What follows belongs to an exercise in optimizing a design on an open flow for small area, a short achievable clock period and few clock cycles per item; a production flow would make more cautious choices.
At most, simulation tests tie the RTL to the original design; equivalence was not proved.
Power figures rest on the tool's default switching activity, not on a simulated workload.

v22:
## div_cluster
module div_cluster (
  input  logic              clk,
  input  logic              reset,
  input  logic              start,
  input  div_pkg::tag_t     tag,
  input  div_pkg::operand_t dividend,
  input  div_pkg::operand_t divisor,
  input  div_pkg::tag_t     rd_tag,
  output logic              ready,
  output logic              complete,
  output div_pkg::tag_t     complete_tag,
  output logic              rd_valid,
  output div_pkg::operand_t rd_quotient,
  output div_pkg::operand_t rd_remainder
);
clock: 5.0 ns
lec_check: 0
abc_clock_period_in_ps: 2200
cap_margin: 20
core_margin: 2
core_utilization: 55
cts_cluster_diameter: 70
cts_cluster_size: 24
place_density: 0.7
setup_slack_margin: 2.8
slew_margin: 20
tns_end_percent: 10
run.sh (not shown) runs the stock make flow with config.mk's settings and CLKGATE_MAP_FILE= SYNTH_SCRIPT=/design/flow/synth_recipe.tcl, a recipe that flattens the netlist after the stock synthesis.
v22: flow completed, timing, DRC and antenna clean
Testbench counts of v22, summed over its fixed seeds: cycles 2,358, items 2,048.
For v9, these inputs were changed with respect to v22:
- CORE_UTILIZATION now 40, was 55
- ABC_AREA now 1, previously not set
- PLACE_DENSITY no longer set, was 0.7
- SETUP_SLACK_MARGIN now 2.5, was 2.8
- ABC_CLOCK_PERIOD_IN_PS no longer set, was 2200
--- outcome ---
- Compared with v22, half-perimeter wire length of the detailed placement result in v9 increased by more than 10%.
- Critical path depth (v9 over v22): decrease, 7
- v9 vs v22: area after synthesis up slightly
- The placed cell count number comes out higher for v9 vs v22.
- Overall power (lower): v22
- In the flow results for v22 and v9, the portion of total power attributed to the clock network is larger on v22.
Edits applied to the flow inputs when going from v9 to v20:
- PLACE_DENSITY now 0.7, previously not set
- ABC_CLOCK_PERIOD_IN_PS now 2200, previously not set
- CORE_UTILIZATION now 55, was 40
- ABC_AREA no longer set, was 1
Row count was higher in v9 than in v20.
Summary of v20 over v9: power -6.6%; critical path depth +6.

========
Another version of the RTL of div_cluster (not shown whole).
Size: about 34000 µm² of cells after synthesis.
Settings: LEC_CHECK=0, CAP_MARGIN=20, CORE_MARGIN=2, CORE_UTILIZATION=40, SETUP_SLACK_MARGIN=2.8, SLEW_MARGIN=20; clock period 5.0 ns.
Testbench counts at the start, summed over its fixed seeds: cycles 2,250, items 2,048.
Then changed:
- TNS_END_PERCENT: not set -> 10
Total power hardly moves. Routed wire length barely changes. Sequential share of layout area came out higher by 2.1 points. Non-clock buffer count came out lower by 82. Core utilization came out lower by 2.2 points. Global-route usage came out higher by 0.55 points. Die area stays the same. Setup slack improved by 0.029 ns. Clock power came out higher by a few percent.

========
div_cluster, a different RTL version from the one above (not shown whole).
Size in the first run: about 2,700 cells after synthesis, ~730 flip-flops, roughly 82 I/O pins.
make LEC_CHECK=0 ABC_CLOCK_PERIOD_IN_PS=2200 CAP_MARGIN=20 CORE_MARGIN=2 CORE_UTILIZATION=40 CTS_CLUSTER_DIAMETER=70 CTS_CLUSTER_SIZE=24 SETUP_SLACK_MARGIN=2.8 SLEW_MARGIN=20 TNS_END_PERCENT=10 finish   # period 5.0 ns
The starting point finished clean.
Next try:
- ABC_AREA: default -> 1
- ABC_CLOCK_PERIOD_IN_PS: 2200 -> default
Outcome: Via count rises by 9.7%. First-iteration DRC count goes up by 2.8%. Total power falls by 0.55%. Worst setup slack improved by 130 ps. Non-clock buffer count came out lower by 44. Cell count goes up by 15%.
No run of this note included a check of the RTL's function; only the layout flow was run.

========
RTL: one of the versions met above, not the one the previous note started from.
Size: about 690 flip-flops, about 82 I/O pins, about 31000 um2 of cells after synthesis.
clock: 5.0 ns
lec_check: 0
abc_clock_period_in_ps: 2200
cap_margin: 20
core_margin: 2
core_utilization: 40
cts_cluster_diameter: 70
cts_cluster_size: 24
setup_slack_margin: 2.2
slew_margin: 20
tns_end_percent: 10
Testbench counts at the start, summed over its fixed seeds: cycles 2,358, items 2,048.
Edit:
- ABC_AREA: not set -> 1
- ABC_CLOCK_PERIOD_IN_PS: 2200 -> not set
- GPL_ROUTABILITY_DRIVEN: not set -> 0
- SETUP_SLACK_MARGIN: 2.2 -> 2.5
Effect:
- global-route usage grows by 1.7 points
- worst setup slack is better by 0.32 ns
- sequential cell count stays the same
- maximum frequency came out higher by 12%
- clock skew grows by 0.022 ns
- design area rose by 5.2%
- die area went up by 1.5%
- total power increases by 8.7%
- wire length rose by 14%
Edit:
- ABC_AREA: 1 -> not set
- ABC_CLOCK_PERIOD_IN_PS: not set -> 2200
- GPL_ROUTABILITY_DRIVEN: 0 -> not set
Effect: The new run finished with timing, DRC and antenna clean. Worst hold slack gains 0.0089 ns. Synthesized area goes down slightly. Design area barely changes. Routed wire length goes down by roughly a tenth. Cell count goes down by about a fifth. Clock skew barely changes.
Edit:
- SETUP_SLACK_MARGIN: 2.5 -> 2.8
Clock-buffer cell count increases by 4. Fmax barely changes. Die area is unchanged. Routed wire length increases by a little under a tenth.
Edit:
- SETUP_SLACK_MARGIN: 2.8 -> 2.5
- TNS_END_PERCENT: 10 -> 0
After rerunning: The new run completed with no timing, DRC or antenna violations; setup slack loses 0.095 ns; global-route usage goes down by 2.1 points; count of clock-buffer cells in the layout goes up by 1; worst hold slack barely changes; sequential cell count stays the same; routed wire length goes down by about 9%.

-- afterwards: timing with drivers on the ports --
The results above use ideal ports. As a check the final layouts listed here were re-extracted and re-timed, cells and wires unchanged. Step 1 (the two cells are an assumption about what drives the block):
set clk [get_ports {clk}]
set_driving_cell -lib_cell sky130_fd_sc_hd__clkbuf_16 $clk
set_driving_cell -lib_cell sky130_fd_sc_hd__buf_2 [delete_from_list [all_inputs] $clk]
Step 2, shift: input delay + t, output delay - t, t = (earliest + latest rising clock arrival at the registers) / 2. This alone moves slack from input paths to output paths. Slacks: no drivers / after step 1 / after step 2; pairs: no drivers / after step 1.
| run | t (ns) | setup slack, ns | worst register clock-pin slew, ns |
|---|---|---|---|
| v22 | 0.656 | 2.206 / 2.174 / 1.685 | 0.10 / 0.10 |
| v9 | 0.655 | 2.278 / 2.214 / 1.894 | 0.10 / 0.10 |
| v20 | 0.651 | 2.172 / 2.143 / 1.717 | 0.10 / 0.10 |
| the first run of note 2 | 0.692 | 1.938 / 1.938 / 1.532 | 0.07 / 0.07 |
| the second run of note 2 | 0.701 | 1.967 / 1.967 / 1.503 | 0.06 / 0.06 |
| the first run of note 3 | 0.665 | 1.942 / 1.942 / 1.740 | 0.10 / 0.10 |
| the second run of note 3 | 0.678 | 2.071 / 2.071 / 1.947 | 0.11 / 0.11 |
| the first run of note 4 | 0.666 | 1.992 / 1.931 / 1.491 | 0.10 / 0.10 |
| the second run of note 4 | 0.666 | 2.309 / 2.241 / 1.881 | 0.10 / 0.10 |
| the third run of note 4 | 0.662 | 2.226 / 2.174 / 1.812 | 0.10 / 0.10 |
| the fourth run of note 4 | 0.672 | 2.232 / 2.168 / 1.737 | 0.10 / 0.10 |
| the fifth run of note 4 | 0.655 | 2.138 / 2.108 / 1.577 | 0.10 / 0.10 |
After both steps setup and hold are still met in every run listed. For the fifth run of note 4, which loses most, drivers alone change the setup slack by -0.030 ns; drivers and shift together by -0.561 ns.
